This design comes from an exercise in tuning for small area, a short achievable clock period and few clock cycles on the open sky130 flow, not from production work. RTL that was checked went through simulation tests only; none was proved equivalent to the original.

==> v12 <==
## decaying_tone_synth
module decaying_tone_synth (
  input  logic                                clk,
  input  logic                                rst,
  input  logic                                in_valid,
  output logic                                in_ready,
  input  logic                                start_req,
  output logic                                out_valid,
  input  logic                                out_ready,
  output logic signed [dts_pkg::SAMPLE_W-1:0] sample,
  output logic                                done_res,
  input  logic                                cfg_valid,
  output logic                                cfg_ready,
  input  logic [dts_pkg::CFG_IDX_W-1:0]       cfg_index,
  input  logic [dts_pkg::CFG_DATA_W-1:0]      cfg_data
);
  logic                   accept;
  logic                   cfg_we;
  logic                   res_valid;
  logic                   res_done;
  logic [dts_pkg::Y_W-1:0] res_y;
  dts_ctrl u_ctrl (
    .clk       (clk),
    .rst       (rst),
    .in_valid  (in_valid),
    .in_ready  (in_ready),
    .out_valid (out_valid),
    .out_ready (out_ready),
    .cfg_valid (cfg_valid),
    .cfg_ready (cfg_ready),
    .accept    (accept),
    .cfg_we    (cfg_we),
    .res_valid (res_valid),
    .res_done  (res_done),
    .res_y     (res_y),
    .sample    (sample),
    .done_res  (done_res)
  );
  dts_datapath u_datapath (
    .clk       (clk),
    .rst       (rst),
    .accept    (accept),
    .start_req (start_req),
    .cfg_we    (cfg_we),
    .cfg_index (cfg_index),
    .cfg_data  (cfg_data),
    .res_valid (res_valid),
    .res_done  (res_done),
    .res_y     (res_y)
  );
endmodule
==> module dts_ctrl, before the edit <==
module dts_ctrl (
  input  logic                         clk,
  input  logic                         rst,
  input  logic                         in_valid,
  output logic                         in_ready,
  output logic                         out_valid,
  input  logic                         out_ready,
  input  logic                         cfg_valid,
  output logic                         cfg_ready,
  output logic                         accept,
  output logic                         cfg_we,
  input  logic                         res_valid,
  input  logic                         res_done,
  input  logic [dts_pkg::Y_W-1:0]      res_y,
  output logic [dts_pkg::SAMPLE_W-1:0] sample,
  output logic                         done_res
);
  localparam int CREDITS = dts_pkg::CREDITS;
  localparam int QDEPTH  = CREDITS - 1;
  localparam int ENTRY_W = dts_pkg::Y_W;
  localparam logic [ENTRY_W-1:0] DONE_CODE = {1'b1, {(ENTRY_W-1){1'b0}}};
  logic               pop;
  logic               full;
  logic               head_empty;
  logic [CREDITS-1:0] inflight;
  logic [CREDITS-1:0] inflight_next;
  assign pop       = !head_empty && out_ready;
  assign accept    = in_valid && !full;
  assign cfg_we    = cfg_valid;
  assign cfg_ready = 1'b1;
  always_comb begin
    inflight_next = inflight;
    if (accept && !pop) begin
      inflight_next = {inflight[CREDITS-2:0], 1'b1};
    end else if (pop && !accept) begin
      inflight_next = {1'b0, inflight[CREDITS-1:1]};
    end
  end
  always_ff @(posedge clk) begin
    if (rst) begin
      inflight <= '0;
      in_ready <= 1'b1;
      full     <= 1'b0;
    end else begin
      inflight <= inflight_next;
      in_ready <= !inflight_next[CREDITS-1];
      full     <= inflight_next[CREDITS-1];
    end
  end
  logic [ENTRY_W-1:0] mem [QDEPTH];
  logic [QDEPTH-1:0]  wr_ptr;
  logic [QDEPTH-1:0]  rd_ptr;
  logic [QDEPTH-1:0]  qcount;
  logic               head_free;
  logic [ENTRY_W-1:0] mem_rd;
  logic [ENTRY_W-1:0] head_y;
  logic               head_done;
  assign head_free = head_empty || out_ready;
  always_comb begin
    mem_rd = '0;
    for (int i = 0; i < QDEPTH; i++) begin
      if (rd_ptr[i]) mem_rd = mem_rd | mem[i];
    end
    if (qcount[0]) begin
      head_done = mem_rd == DONE_CODE;
      head_y    = head_done ? '0 : mem_rd;
    end else begin
      head_done = res_done;
      head_y    = res_y;
    end
  end
  always_ff @(posedge clk) begin
    for (int i = 0; i < QDEPTH; i++) begin
      if (res_valid && wr_ptr[i]) mem[i] <= res_done ? DONE_CODE : res_y;
    end
  end
  always_ff @(posedge clk) begin
    if (rst) begin
      wr_ptr     <= QDEPTH'(1);
      rd_ptr     <= QDEPTH'(1);
      qcount     <= '0;
      out_valid  <= 1'b0;
      head_empty <= 1'b1;
    end else begin
      if (res_valid) begin
        wr_ptr <= {wr_ptr[QDEPTH-2:0], wr_ptr[QDEPTH-1]};
      end
      if (head_free) begin
        if (qcount[0] || res_valid) begin
          rd_ptr     <= {rd_ptr[QDEPTH-2:0], rd_ptr[QDEPTH-1]};
          out_valid  <= 1'b1;
          head_empty <= 1'b0;
        end else begin
          out_valid  <= 1'b0;
          head_empty <= 1'b1;
        end
        if (!res_valid) begin
          qcount <= {1'b0, qcount[QDEPTH-1:1]};
        end
      end else if (res_valid) begin
        qcount <= {qcount[QDEPTH-2:0], 1'b1};
      end
    end
  end
  always_ff @(posedge clk) begin
    if (head_free) begin
      done_res <= head_done;
      sample   <= {head_y[ENTRY_W-1], head_y};
    end
  end
endmodule
==> flow/config.mk <==
export PLATFORM = sky130hd
export DESIGN_NAME = decaying_tone_synth
export DESIGN_NICKNAME = decaying_tone_synth
export VERILOG_FILES = /design/flow/design.v
export SDC_FILE = /design/flow/constraint.sdc
export NUM_CORES = 4
export LEC_CHECK = 0
export CAP_MARGIN = 60
export CORE_MARGIN = 2
export CORE_UTILIZATION = 25
export PLACE_DENSITY = 0.45
export SLEW_MARGIN = 60
export SYNTH_MEMORY_MAX_BITS = 16384
==> flow/constraint.sdc <==
create_clock -name core_clock -period 10.0 [get_ports {clk}]
set_input_delay 2.0000 -clock core_clock [delete_from_list [all_inputs] [get_ports {clk}]]
set_output_delay 2.0000 -clock core_clock [all_outputs]
set_load 0.01 [all_outputs]
standard.sh (not shown) runs the stock make flow with config.mk's settings and CLKGATE_MAP_FILE= SYNTH_SCRIPT=/design/flow/synth_recipe.tcl, a recipe that flattens the netlist after the stock synthesis.
==> flow/flow/run.sh <==
#!/bin/bash
set -euo pipefail
sed 's/"\${@:-finish}"/SETUP_SLACK_MARGIN=6.9 "${@:-finish}"/' standard.sh > standard_margin.sh
grep -q 'SETUP_SLACK_MARGIN=6.9' standard_margin.sh
bash standard_margin.sh > flow_make.log 2>&1
==> v30 (differences from v12) <==
--- a/flow/design.v
+++ b/flow/design.v
@@ -310,6 +310,5 @@
   localparam int CREDITS = dts_pkg::CREDITS;
   localparam int QDEPTH  = CREDITS - 1;
-  localparam int ENTRY_W = dts_pkg::Y_W;
-  localparam logic [ENTRY_W-1:0] DONE_CODE = {1'b1, {(ENTRY_W-1){1'b0}}};
+  localparam int ENTRY_W = dts_pkg::Y_W + 1;
   logic               pop;
   logic               full;
@@ -346,6 +345,5 @@
   logic               head_free;
   logic [ENTRY_W-1:0] mem_rd;
-  logic [ENTRY_W-1:0] head_y;
-  logic               head_done;
+  logic [ENTRY_W-1:0] head_next;
   assign head_free = head_empty || out_ready;
   always_comb begin
@@ -354,15 +352,9 @@
       if (rd_ptr[i]) mem_rd = mem_rd | mem[i];
     end
-    if (qcount[0]) begin
-      head_done = mem_rd == DONE_CODE;
-      head_y    = head_done ? '0 : mem_rd;
-    end else begin
-      head_done = res_done;
-      head_y    = res_y;
-    end
+    head_next = qcount[0] ? mem_rd : {res_done, res_y};
   end
   always_ff @(posedge clk) begin
     for (int i = 0; i < QDEPTH; i++) begin
-      if (res_valid && wr_ptr[i]) mem[i] <= res_done ? DONE_CODE : res_y;
+      if (res_valid && wr_ptr[i]) mem[i] <= {res_done, res_y};
     end
   end
@@ -397,6 +389,6 @@
   always_ff @(posedge clk) begin
     if (head_free) begin
-      done_res <= head_done;
-      sample   <= {head_y[ENTRY_W-1], head_y};
+      done_res <= head_next[ENTRY_W-1];
+      sample   <= {head_next[ENTRY_W-2], head_next[ENTRY_W-2:0]};
     end
   end
==> flow/run.sh (new file) <==
#!/bin/bash
# synth_recipe.tcl (not shown) runs the flow's synth.tcl, then flattens the netlist and writes it again
# the make line also repeats each setting of config.mk as NAME=value (left out here)
make -C /OpenROAD-flow-scripts/flow DESIGN_CONFIG=/design/flow/config.mk WORK_HOME=/design/flow/orfs CLKGATE_MAP_FILE= SYNTH_SCRIPT=/design/flow/synth_recipe.tcl finish
removed: flow/flow/run.sh
removed: flow/standard.sh
==> comparison <==
- v12 ran to the end with no violations. v30 completed with no timing, DRC or antenna violations.
- In v12 the critical path depth is higher than in v30, by 2.
- Against v30, the final cell count of v12 is larger by 1.3%.
- In v12 the global-route usage is higher than in v30, by 0.79 points.
==> figures <==
|  | v30 | v12 |
|---|---|---|
| Result of the run | complete, no violations | complete, no violations |
| Worst Setup EP | u_datapath.sample_index[19]$_SDFFE_PP0P_ | u_datapath.s4_p1[28]$_DFF_P_ |
| Origin of the worst setup path | in_valid | u_datapath.s3_two[1]$_DFF_P_ |
| Post-route minimum period | 3.99 ns | 3.41 ns |
| Setup repair after global routing missed its margin | no | yes |
| Flip-flop count of the largest register, all copies and words added | 96 | 90 |
| Ratio of routed vias to standard cells | 5.00 | 5.11 |
| Synthesized area per cell | 8.77 um^2 | 8.75 um^2 |
| Effective utilization at floorplan | 25.2% | 25.1% |
| Number of enable-type register cells in the synthesized netlist | 112 | 106 |
Testbench counts of v12, summed over its fixed seeds: cycles 12,768.
Function not checked in v30: the RTL went through the layout flow alone.

==> inputs of wip/onyx <==
decaying_tone_synth, a different RTL version from the one above (not shown whole).
## decaying_tone_synth
module decaying_tone_synth (
  input  logic                                clk,
  input  logic                                rst,
  input  logic                                in_valid,
  output logic                                in_ready,
  input  logic                                start_req,
  output logic                                out_valid,
  input  logic                                out_ready,
  output logic signed [dts_pkg::SAMPLE_W-1:0] sample,
  output logic                                done_res,
  input  logic                                cfg_valid,
  output logic                                cfg_ready,
  input  logic [dts_pkg::CFG_IDX_W-1:0]       cfg_index,
  input  logic [dts_pkg::CFG_DATA_W-1:0]      cfg_data
);
clock: 10.0 ns
lec_check: 0
cap_margin: 70
core_margin: 2
core_utilization: 25
place_density: 0.45
slew_margin: 70
synth_memory_max_bits: 16384
run.sh (not shown) runs the stock make flow with config.mk's settings and CLKGATE_MAP_FILE= SYNTH_SCRIPT=/design/flow/synth_recipe.tcl, a recipe that flattens the netlist after the stock synthesis.
Stock flow here: none of the scripts above is used.
==> wip/lagoon: changes against wip/onyx <==
--- a/flow/design.v
+++ b/flow/design.v
@@ -309,49 +309,45 @@
 );
   localparam int CREDITS = dts_pkg::CREDITS;
   localparam int QDEPTH  = CREDITS - 1;
   localparam int CNT_W   = $clog2(CREDITS + 1);
   localparam int QCNT_W  = $clog2(QDEPTH + 1);
   localparam int ENTRY_W = dts_pkg::Y_W + 1;
   logic               pop;
-  logic               full;
-  logic               head_empty;
   logic [CNT_W-1:0]   inflight;
   logic [CNT_W-1:0]   inflight_next;
-  assign pop       = !head_empty && out_ready;
-  assign accept    = in_valid && !full;
+  assign pop       = out_valid && out_ready;
+  assign accept    = in_valid && in_ready;
   assign cfg_we    = cfg_valid;
   assign cfg_ready = 1'b1;
   always_comb begin
     inflight_next = inflight;
     if (accept && !pop) begin
       inflight_next = inflight + CNT_W'(1);
     end else if (pop && !accept) begin
       inflight_next = inflight - CNT_W'(1);
     end
   end
   always_ff @(posedge clk) begin
     if (rst) begin
       inflight <= '0;
       in_ready <= 1'b1;
-      full     <= 1'b0;
     end else begin
       inflight <= inflight_next;
       in_ready <= inflight_next < CNT_W'(CREDITS);
-      full     <= inflight_next == CNT_W'(CREDITS);
     end
   end
   logic [ENTRY_W-1:0] mem [QDEPTH];
   logic [QDEPTH-1:0]  wr_ptr;
   logic [QDEPTH-1:0]  rd_ptr;
   logic [QCNT_W-1:0]  qcount;
   logic               head_free;
   logic [ENTRY_W-1:0] mem_rd;
   logic [ENTRY_W-1:0] head_next;
-  assign head_free = head_empty || out_ready;
+  assign head_free = !out_valid || out_ready;
   always_comb begin
     mem_rd = '0;
     for (int i = 0; i < QDEPTH; i++) begin
       if (rd_ptr[i]) mem_rd = mem_rd | mem[i];
     end
     head_next = (qcount != '0) ? mem_rd : {res_done, res_y};
   end
@@ -360,29 +356,26 @@
       if (res_valid && wr_ptr[i]) mem[i] <= {res_done, res_y};
     end
   end
   always_ff @(posedge clk) begin
     if (rst) begin
       wr_ptr    <= QDEPTH'(1);
       rd_ptr    <= QDEPTH'(1);
-      qcount     <= '0;
-      out_valid  <= 1'b0;
-      head_empty <= 1'b1;
+      qcount    <= '0;
+      out_valid <= 1'b0;
     end else begin
       if (res_valid) begin
         wr_ptr <= {wr_ptr[QDEPTH-2:0], wr_ptr[QDEPTH-1]};
       end
       if (head_free) begin
         if (qcount != '0 || res_valid) begin
-          rd_ptr     <= {rd_ptr[QDEPTH-2:0], rd_ptr[QDEPTH-1]};
-          out_valid  <= 1'b1;
-          head_empty <= 1'b0;
+          rd_ptr    <= {rd_ptr[QDEPTH-2:0], rd_ptr[QDEPTH-1]};
+          out_valid <= 1'b1;
         end else begin
-          out_valid  <= 1'b0;
-          head_empty <= 1'b1;
+          out_valid <= 1'b0;
         end
         if (qcount != '0 && !res_valid) begin
           qcount <= qcount - QCNT_W'(1);
         end
       end else if (res_valid) begin
         qcount <= qcount + QCNT_W'(1);
       end
@@ -404,105 +397,116 @@
   input  logic                                cfg_we,
   input  logic [dts_pkg::CFG_IDX_W-1:0]       cfg_index,
   input  logic [dts_pkg::CFG_DATA_W-1:0]      cfg_data,
   output logic                                res_valid,
   output logic                                res_done,
   output logic [dts_pkg::Y_W-1:0]             res_y
 );
-  logic                          half_en;
+  logic [dts_pkg::FREQ_W-1:0]    frequency_hz;
   logic [dts_pkg::PSTEP_W-1:0]   phase_step;
   logic [dts_pkg::COUNT_W-1:0]   sample_count;
   logic [dts_pkg::ESTEP_W-1:0]   envelope_step;
   logic [dts_pkg::COUNT_W-1:0]   sample_index;
   logic [dts_pkg::PHASE_W-1:0]   phase_acc;
+  logic [dts_pkg::ENV_W-1:0]     envelope_level;
   always_ff @(posedge clk) begin
     if (rst) begin
-      half_en       <= dts_pkg::FREQ_RST > dts_pkg::HALF_ENABLE_HZ;
+      frequency_hz  <= dts_pkg::FREQ_RST;
       phase_step    <= dts_pkg::PSTEP_RST;
       sample_count  <= dts_pkg::COUNT_RST;
       envelope_step <= dts_pkg::ESTEP_RST;
     end else if (cfg_we) begin
       case (cfg_index)
-        2'd0: half_en       <= cfg_data[dts_pkg::FREQ_W-1:0] > dts_pkg::HALF_ENABLE_HZ;
+        2'd0: frequency_hz  <= cfg_data[dts_pkg::FREQ_W-1:0];
         2'd1: phase_step    <= cfg_data[dts_pkg::PSTEP_W-1:0];
         2'd2: sample_count  <= cfg_data[dts_pkg::COUNT_W-1:0];
         default: envelope_step <= cfg_data[dts_pkg::ESTEP_W-1:0];
       endcase
     end
   end
   logic                          over_run;
   logic                          count_zero;
+  logic [dts_pkg::ENV_W:0]       env_diff;
+  logic [dts_pkg::ENV_W-1:0]     env_dec;
   logic                          over;
   assign over_run   = sample_index >= sample_count;
   assign count_zero = sample_count == '0;
+  assign env_diff   = {1'b0, envelope_level} - {1'b0, envelope_step};
+  assign env_dec    = env_diff[dts_pkg::ENV_W] ? '0 : env_diff[dts_pkg::ENV_W-1:0];
   assign over       = start_req ? count_zero : over_run;
   always_ff @(posedge clk) begin
     if (rst) begin
       sample_index   <= dts_pkg::COUNT_RST;
       phase_acc      <= '0;
+      envelope_level <= '0;
     end else if (accept) begin
       if (start_req) begin
         if (count_zero) begin
           sample_index   <= '0;
           phase_acc      <= '0;
+          envelope_level <= dts_pkg::ENV_FULL;
         end else begin
           sample_index   <= dts_pkg::COUNT_W'(1);
           phase_acc      <= {1'b0, phase_step};
+          envelope_level <= ~envelope_step;
         end
       end else if (!over_run) begin
         sample_index   <= sample_index + dts_pkg::COUNT_W'(1);
         phase_acc      <= phase_acc + {1'b0, phase_step};
+        envelope_level <= env_dec;
       end
     end
   end
   logic [8:0]                j_main, j_half;
   logic                      s0_valid, s0_over;
   logic [8:0]                s0_jm, s0_jh;
   logic                      s0_ms, s0_hs;
-  logic                      s0_start;
+  logic [dts_pkg::ENV_W-1:0] s0_env;
   assign j_main = phase_acc[30] ? (9'd256 - {1'b0, phase_acc[29:22]}) : {1'b0, phase_acc[29:22]};
   assign j_half = phase_acc[31] ? (9'd256 - {1'b0, phase_acc[30:23]}) : {1'b0, phase_acc[30:23]};
   always_ff @(posedge clk) begin
     if (rst) begin
       s0_valid <= 1'b0;
     end else begin
       s0_valid <= accept;
     end
     s0_over <= over;
     s0_jm   <= start_req ? '0 : j_main;
     s0_ms   <= phase_acc[31] && !start_req;
     s0_jh   <= start_req ? '0 : j_half;
     s0_hs   <= phase_acc[32] && !start_req;
-    s0_start <= start_req;
+    s0_env  <= start_req ? dts_pkg::ENV_FULL : envelope_level;
   end
   logic [14:0] rom_main_m, rom_half_m;
+  logic        half_en;
+  assign half_en = frequency_hz > dts_pkg::HALF_ENABLE_HZ;
   dts_sine_rom u_rom_main (
     .j (s0_jm),
     .m (rom_main_m)
   );
   dts_sine_rom u_rom_half (
     .j (s0_jh),
     .m (rom_half_m)
   );
   logic                      s1_valid, s1_over;
   logic [15:0]               s1_x, s1_y;
   logic                      s1_ms, s1_hs;
-  logic                      s1_start;
+  logic [dts_pkg::ENV_W-1:0] s1_env;
   always_ff @(posedge clk) begin
     if (rst) begin
       s1_valid <= 1'b0;
     end else begin
       s1_valid <= s0_valid;
     end
     s1_over <= s0_over;
     s1_x    <= {s0_ms, rom_main_m ^ {15{s0_ms}}};
     s1_ms   <= s0_ms;
     s1_y    <= {16{half_en}} & {s0_hs, rom_half_m ^ {15{s0_hs}}};
     s1_hs   <= s0_hs && half_en;
-    s1_start <= s0_start;
+    s1_env  <= s0_env;
   end
   wire mx_1 = s1_y[0];
   wire mx_2 = s1_hs;
   wire mx_3 = s1_y[1];
   wire mx_4 = s1_x[0];
   wire mx_5 = s1_ms;
   wire mx_6 = s1_y[2];
@@ -1150,45 +1154,31 @@
   wire mx_648 = (mx_594 & mx_595) | (mx_594 & mx_545) | (mx_595 & mx_545);
   wire mx_649 = mx_596 ^ mx_597 ^ 1'b1;
   wire mx_650 = (mx_596 & mx_597) | (mx_596 & 1'b1) | (mx_597 & 1'b1);
   wire mx_651 = mx_598 ^ mx_548 ^ mx_237;
   wire mx_652 = (mx_598 & mx_548) | (mx_598 & mx_237) | (mx_548 & mx_237);
   logic                      s2_valid, s2_over;
   logic [29:0]               s2_r0, s2_r1;
-  logic                      s2_start;
+  logic [dts_pkg::ENV_W-1:0] s2_env;
   always_ff @(posedge clk) begin
     if (rst) begin
       s2_valid <= 1'b0;
     end else begin
       s2_valid <= s1_valid;
     end
     s2_over <= s1_over;
     s2_r0   <= {1'b1, mx_652, mx_650, mx_648, mx_646, mx_644, mx_642, mx_640, mx_638, mx_636, mx_634, mx_632, mx_630, mx_628, mx_626, mx_624, mx_622, mx_620, mx_618, mx_616, mx_614, mx_612, mx_610, mx_608, mx_606, mx_604, mx_602, mx_600, mx_599, mx_1};
     s2_r1   <= {1'b0, mx_238, mx_651, mx_649, mx_647, mx_645, mx_643, mx_641, mx_639, mx_637, mx_635, mx_633, mx_631, mx_629, mx_627, mx_625, mx_623, mx_621, mx_619, mx_617, mx_615, mx_613, mx_611, mx_609, mx_607, mx_605, mx_603, mx_601, mx_5, mx_2};
-    s2_start <= s1_start;
-  end
-  logic [dts_pkg::ENV_W-1:0] envelope_level;
-  logic [dts_pkg::ENV_W-1:0] env;
-  logic [dts_pkg::ENV_W:0]   env_diff;
-  logic [dts_pkg::ENV_W-1:0] env_dec;
-  assign env      = s2_start ? dts_pkg::ENV_FULL : envelope_level;
-  assign env_diff = {1'b0, env} - {1'b0, envelope_step};
-  assign env_dec  = env_diff[dts_pkg::ENV_W] ? '0 : env_diff[dts_pkg::ENV_W-1:0];
-  always_ff @(posedge clk) begin
-    if (rst) begin
-      envelope_level <= '0;
-    end else if (s2_valid) begin
-      envelope_level <= s2_over ? env : env_dec;
-    end
+    s2_env  <= s1_env;
   end
   logic [29:0] mix;
   logic [18:0] eb;
   logic [8:0]  bneg, bone, btwo;
   assign mix = s2_r0 + s2_r1;
-  assign eb  = {2'b00, env, 1'b0};
+  assign eb  = {2'b00, s2_env, 1'b0};
   always_comb begin
     for (int i = 0; i < 9; i++) begin
       bneg[i] = eb[2*i+2];
       bone[i] = eb[2*i+1] ^ eb[2*i];
       btwo[i] = (eb[2*i+2] & ~eb[2*i+1] & ~eb[2*i]) | (~eb[2*i+2] & eb[2*i+1] & eb[2*i]);
     end
   end
==> flow/config.mk (replaced) <==
export PLATFORM = sky130hd
export DESIGN_NAME = decaying_tone_synth
export DESIGN_NICKNAME = decaying_tone_synth
export VERILOG_FILES = /design/flow/design.v
export SDC_FILE = /design/flow/constraint.sdc
export NUM_CORES = 4
export LEC_CHECK = 0
export CAP_MARGIN = 20
export CORE_MARGIN = 2
export CORE_UTILIZATION = 25
export PLACE_DENSITY = 0.45
export SLEW_MARGIN = 20
export SYNTH_MEMORY_MAX_BITS = 16384
==> wip/delta: changes against wip/onyx <==
--- a/flow/design.v
+++ b/flow/design.v
@@ -1094,80 +1094,27 @@
   wire mx_592 = (mx_532 & mx_534) | (mx_532 & mx_535) | (mx_534 & mx_535);
   wire mx_593 = mx_536 ^ mx_538 ^ mx_539;
   wire mx_594 = (mx_536 & mx_538) | (mx_536 & mx_539) | (mx_538 & mx_539);
   wire mx_595 = mx_540 ^ mx_542 ^ mx_543;
   wire mx_596 = (mx_540 & mx_542) | (mx_540 & mx_543) | (mx_542 & mx_543);
   wire mx_597 = mx_544 ^ mx_546 ^ mx_547;
   wire mx_598 = (mx_544 & mx_546) | (mx_544 & mx_547) | (mx_546 & mx_547);
-  wire mx_599 = mx_3 ^ mx_4;
-  wire mx_600 = mx_3 & mx_4;
-  wire mx_601 = mx_549 ^ mx_10 ^ mx_11;
-  wire mx_602 = (mx_549 & mx_10) | (mx_549 & mx_11) | (mx_10 & mx_11);
-  wire mx_603 = mx_550 ^ mx_551 ^ mx_17;
-  wire mx_604 = (mx_550 & mx_551) | (mx_550 & mx_17) | (mx_551 & mx_17);
-  wire mx_605 = mx_552 ^ mx_553 ^ mx_461;
-  wire mx_606 = (mx_552 & mx_553) | (mx_552 & mx_461) | (mx_553 & mx_461);
-  wire mx_607 = mx_554 ^ mx_555 ^ mx_465;
-  wire mx_608 = (mx_554 & mx_555) | (mx_554 & mx_465) | (mx_555 & mx_465);
-  wire mx_609 = mx_556 ^ mx_557 ^ mx_469;
-  wire mx_610 = (mx_556 & mx_557) | (mx_556 & mx_469) | (mx_557 & mx_469);
-  wire mx_611 = mx_558 ^ mx_559 ^ mx_473;
-  wire mx_612 = (mx_558 & mx_559) | (mx_558 & mx_473) | (mx_559 & mx_473);
-  wire mx_613 = mx_560 ^ mx_561 ^ mx_477;
-  wire mx_614 = (mx_560 & mx_561) | (mx_560 & mx_477) | (mx_561 & mx_477);
-  wire mx_615 = mx_562 ^ mx_563 ^ mx_481;
-  wire mx_616 = (mx_562 & mx_563) | (mx_562 & mx_481) | (mx_563 & mx_481);
-  wire mx_617 = mx_564 ^ mx_565 ^ mx_485;
-  wire mx_618 = (mx_564 & mx_565) | (mx_564 & mx_485) | (mx_565 & mx_485);
-  wire mx_619 = mx_566 ^ mx_567 ^ mx_489;
-  wire mx_620 = (mx_566 & mx_567) | (mx_566 & mx_489) | (mx_567 & mx_489);
-  wire mx_621 = mx_568 ^ mx_569 ^ mx_493;
-  wire mx_622 = (mx_568 & mx_569) | (mx_568 & mx_493) | (mx_569 & mx_493);
-  wire mx_623 = mx_570 ^ mx_571 ^ mx_497;
-  wire mx_624 = (mx_570 & mx_571) | (mx_570 & mx_497) | (mx_571 & mx_497);
-  wire mx_625 = mx_572 ^ mx_573 ^ mx_501;
-  wire mx_626 = (mx_572 & mx_573) | (mx_572 & mx_501) | (mx_573 & mx_501);
-  wire mx_627 = mx_574 ^ mx_575 ^ mx_505;
-  wire mx_628 = (mx_574 & mx_575) | (mx_574 & mx_505) | (mx_575 & mx_505);
-  wire mx_629 = mx_576 ^ mx_577 ^ mx_509;
-  wire mx_630 = (mx_576 & mx_577) | (mx_576 & mx_509) | (mx_577 & mx_509);
-  wire mx_631 = mx_578 ^ mx_579 ^ mx_513;
-  wire mx_632 = (mx_578 & mx_579) | (mx_578 & mx_513) | (mx_579 & mx_513);
-  wire mx_633 = mx_580 ^ mx_581 ^ mx_517;
-  wire mx_634 = (mx_580 & mx_581) | (mx_580 & mx_517) | (mx_581 & mx_517);
-  wire mx_635 = mx_582 ^ mx_583 ^ mx_521;
-  wire mx_636 = (mx_582 & mx_583) | (mx_582 & mx_521) | (mx_583 & mx_521);
-  wire mx_637 = mx_584 ^ mx_585 ^ mx_525;
-  wire mx_638 = (mx_584 & mx_585) | (mx_584 & mx_525) | (mx_585 & mx_525);
-  wire mx_639 = mx_586 ^ mx_587 ^ mx_529;
-  wire mx_640 = (mx_586 & mx_587) | (mx_586 & mx_529) | (mx_587 & mx_529);
-  wire mx_641 = mx_588 ^ mx_589 ^ mx_533;
-  wire mx_642 = (mx_588 & mx_589) | (mx_588 & mx_533) | (mx_589 & mx_533);
-  wire mx_643 = mx_590 ^ mx_591 ^ mx_537;
-  wire mx_644 = (mx_590 & mx_591) | (mx_590 & mx_537) | (mx_591 & mx_537);
-  wire mx_645 = mx_592 ^ mx_593 ^ mx_541;
-  wire mx_646 = (mx_592 & mx_593) | (mx_592 & mx_541) | (mx_593 & mx_541);
-  wire mx_647 = mx_594 ^ mx_595 ^ mx_545;
-  wire mx_648 = (mx_594 & mx_595) | (mx_594 & mx_545) | (mx_595 & mx_545);
-  wire mx_649 = mx_596 ^ mx_597 ^ 1'b1;
-  wire mx_650 = (mx_596 & mx_597) | (mx_596 & 1'b1) | (mx_597 & 1'b1);
-  wire mx_651 = mx_598 ^ mx_548 ^ mx_237;
-  wire mx_652 = (mx_598 & mx_548) | (mx_598 & mx_237) | (mx_548 & mx_237);
   logic                      s2_valid, s2_over;
-  logic [29:0]               s2_r0, s2_r1;
+  logic [29:0]               s2_r0, s2_r1, s2_r2;
   logic                      s2_start;
   always_ff @(posedge clk) begin
     if (rst) begin
       s2_valid <= 1'b0;
     end else begin
       s2_valid <= s1_valid;
     end
     s2_over <= s1_over;
-    s2_r0   <= {1'b1, mx_652, mx_650, mx_648, mx_646, mx_644, mx_642, mx_640, mx_638, mx_636, mx_634, mx_632, mx_630, mx_628, mx_626, mx_624, mx_622, mx_620, mx_618, mx_616, mx_614, mx_612, mx_610, mx_608, mx_606, mx_604, mx_602, mx_600, mx_599, mx_1};
-    s2_r1   <= {1'b0, mx_238, mx_651, mx_649, mx_647, mx_645, mx_643, mx_641, mx_639, mx_637, mx_635, mx_633, mx_631, mx_629, mx_627, mx_625, mx_623, mx_621, mx_619, mx_617, mx_615, mx_613, mx_611, mx_609, mx_607, mx_605, mx_603, mx_601, mx_5, mx_2};
+    s2_r0   <= {1'b1, mx_238, mx_598, mx_596, mx_594, mx_592, mx_590, mx_588, mx_586, mx_584, mx_582, mx_580, mx_578, mx_576, mx_574, mx_572, mx_570, mx_568, mx_566, mx_564, mx_562, mx_560, mx_558, mx_556, mx_554, mx_552, mx_550, mx_549, mx_3, mx_1};
+    s2_r1   <= {1'b0, 1'b0, mx_548, mx_597, mx_595, mx_593, mx_591, mx_589, mx_587, mx_585, mx_583, mx_581, mx_579, mx_577, mx_575, mx_573, mx_571, mx_569, mx_567, mx_565, mx_563, mx_561, mx_559, mx_557, mx_555, mx_553, mx_551, mx_10, mx_4, mx_2};
+    s2_r2   <= {1'b0, 1'b0, mx_237, 1'b1, mx_545, mx_541, mx_537, mx_533, mx_529, mx_525, mx_521, mx_517, mx_513, mx_509, mx_505, mx_501, mx_497, mx_493, mx_489, mx_485, mx_481, mx_477, mx_473, mx_469, mx_465, mx_461, mx_17, mx_11, mx_5, 1'b0};
     s2_start <= s1_start;
   end
   logic [dts_pkg::ENV_W-1:0] envelope_level;
   logic [dts_pkg::ENV_W-1:0] env;
   logic [dts_pkg::ENV_W:0]   env_diff;
   logic [dts_pkg::ENV_W-1:0] env_dec;
   assign env      = s2_start ? dts_pkg::ENV_FULL : envelope_level;
@@ -1179,15 +1126,15 @@
     end else if (s2_valid) begin
       envelope_level <= s2_over ? env : env_dec;
     end
   end
   logic [29:0] mix;
   logic [18:0] eb;
   logic [8:0]  bneg, bone, btwo;
-  assign mix = s2_r0 + s2_r1;
+  assign mix = s2_r0 + s2_r1 + s2_r2;
   assign eb  = {2'b00, env, 1'b0};
   always_comb begin
     for (int i = 0; i < 9; i++) begin
       bneg[i] = eb[2*i+2];
       bone[i] = eb[2*i+1] ^ eb[2*i];
       btwo[i] = (eb[2*i+2] & ~eb[2*i+1] & ~eb[2*i]) | (~eb[2*i+2] & eb[2*i+1] & eb[2*i]);
     end
==> flow/config.mk (replaced) <==
export PLATFORM = sky130hd
export DESIGN_NAME = decaying_tone_synth
export DESIGN_NICKNAME = decaying_tone_synth
export VERILOG_FILES = /design/flow/design.v
export SDC_FILE = /design/flow/constraint.sdc
export NUM_CORES = 4
export LEC_CHECK = 0
export CAP_MARGIN = 60
export CORE_MARGIN = 2
export CORE_UTILIZATION = 25
export PLACE_DENSITY = 0.45
export SLEW_MARGIN = 60
export SYNTH_MEMORY_MAX_BITS = 16384
==> reports/results.ini <==
[grt]
grt_use_met3=0.0230

[detailed_routing]
drt_wl_total_um=155000
wl_per_cell_um=20.9

[floorplanning]
coreArea_mm2=0.182

[sta]
max_freq_mhz=250
fin_ws_ns=6.00

[outcome]
status=no timing/DRC/antenna violations

[finish]
drive_gt1_frac=0.0774
nMultiInputCombCells=3740

[logic_synthesis]
ys_seq_area_frac=0.270

[end of results for wip/delta]
==> reports/results.ini <==
[grt]
grt_use_met3=0.0241

[detailed_routing]
wl_per_cell_um=19.7
drt_wl_total_um=150000

[outcome]
status=no timing/DRC/antenna violations

[sta]
fin_ws_ns=5.52
max_freq_mhz=223

[logic_synthesis]
ys_seq_area_frac=0.280

[finish]
drive_gt1_frac=0.0529

[floorplanning]
coreArea_mm2=0.186

[end of results for wip/lagoon]
==> reports/results.ini <==
[sta]
max_freq_mhz=249
fin_ws_ns=5.98

[detailed_routing]
drc=0
drt_wl_total_um=148000
wl_per_cell_um=19.9

[outcome]
status=no timing/DRC/antenna violations

[floorplanning]
coreArea_mm2=0.180

[grt]
grt_use_met3=0.0206

[finish]
nMultiInputCombCells=3710

[end of results for wip/onyx]
Testbench counts of wip/onyx, summed over its fixed seeds: cycles 12,768.
Testbench counts of wip/lagoon, summed over its fixed seeds: cycles 12,768.
Testbench counts of wip/delta, summed over its fixed seeds: cycles 12,768.

## separate check: timing with driven ports
The results above use ideal ports. As a check the final layouts listed here were re-extracted and re-timed, cells and wires unchanged.
Step 1: set_driving_cell puts a clkbuf_16 on clk and a buf_2 on each other input, an assumption about the parent block.
Step 2 adds t to the input delays and takes it off the output delays; t is the mean of the earliest and latest rising clock arrival at the registers after step 1. Input paths then give back, and output paths get back, about the clock's delay inside the block.
Slacks: ideal ports / drivers / drivers and shift; pairs: ideal ports / drivers.
| run | t (ns) | setup WS [ns] | hold slack, ns | worst register clock-pin slew, ns | worst data-port slew with drivers (ns) |
|---|---|---|---|---|---|
| v12 | 0.710 | 6.586 / 6.586 / 6.290 | 0.325 / 0.325 / 0.325 | 0.07 / 0.07 | 0.07 |
| v30 | 0.695 | 6.009 / 6.055 / 5.360 | 0.323 / 0.323 / 0.323 | 0.07 / 0.07 | 0.06 |
| wip/onyx | 0.697 | 5.979 / 5.979 / 5.779 | 0.322 / 0.322 / 0.322 | 0.06 / 0.06 | 0.08 |
| wip/lagoon | 0.744 | 5.519 / 5.519 / 5.518 | 0.321 / 0.321 / 0.321 | 0.07 / 0.07 | 0.09 |
| wip/delta | 0.744 | 6.005 / 6.005 / 5.564 | 0.324 / 0.324 / 0.324 | 0.06 / 0.06 | 0.07 |
After both steps setup and hold are still met in every run listed. For v30, which loses most, drivers alone change the setup slack by +0.046 ns; drivers and shift together by -0.649 ns.
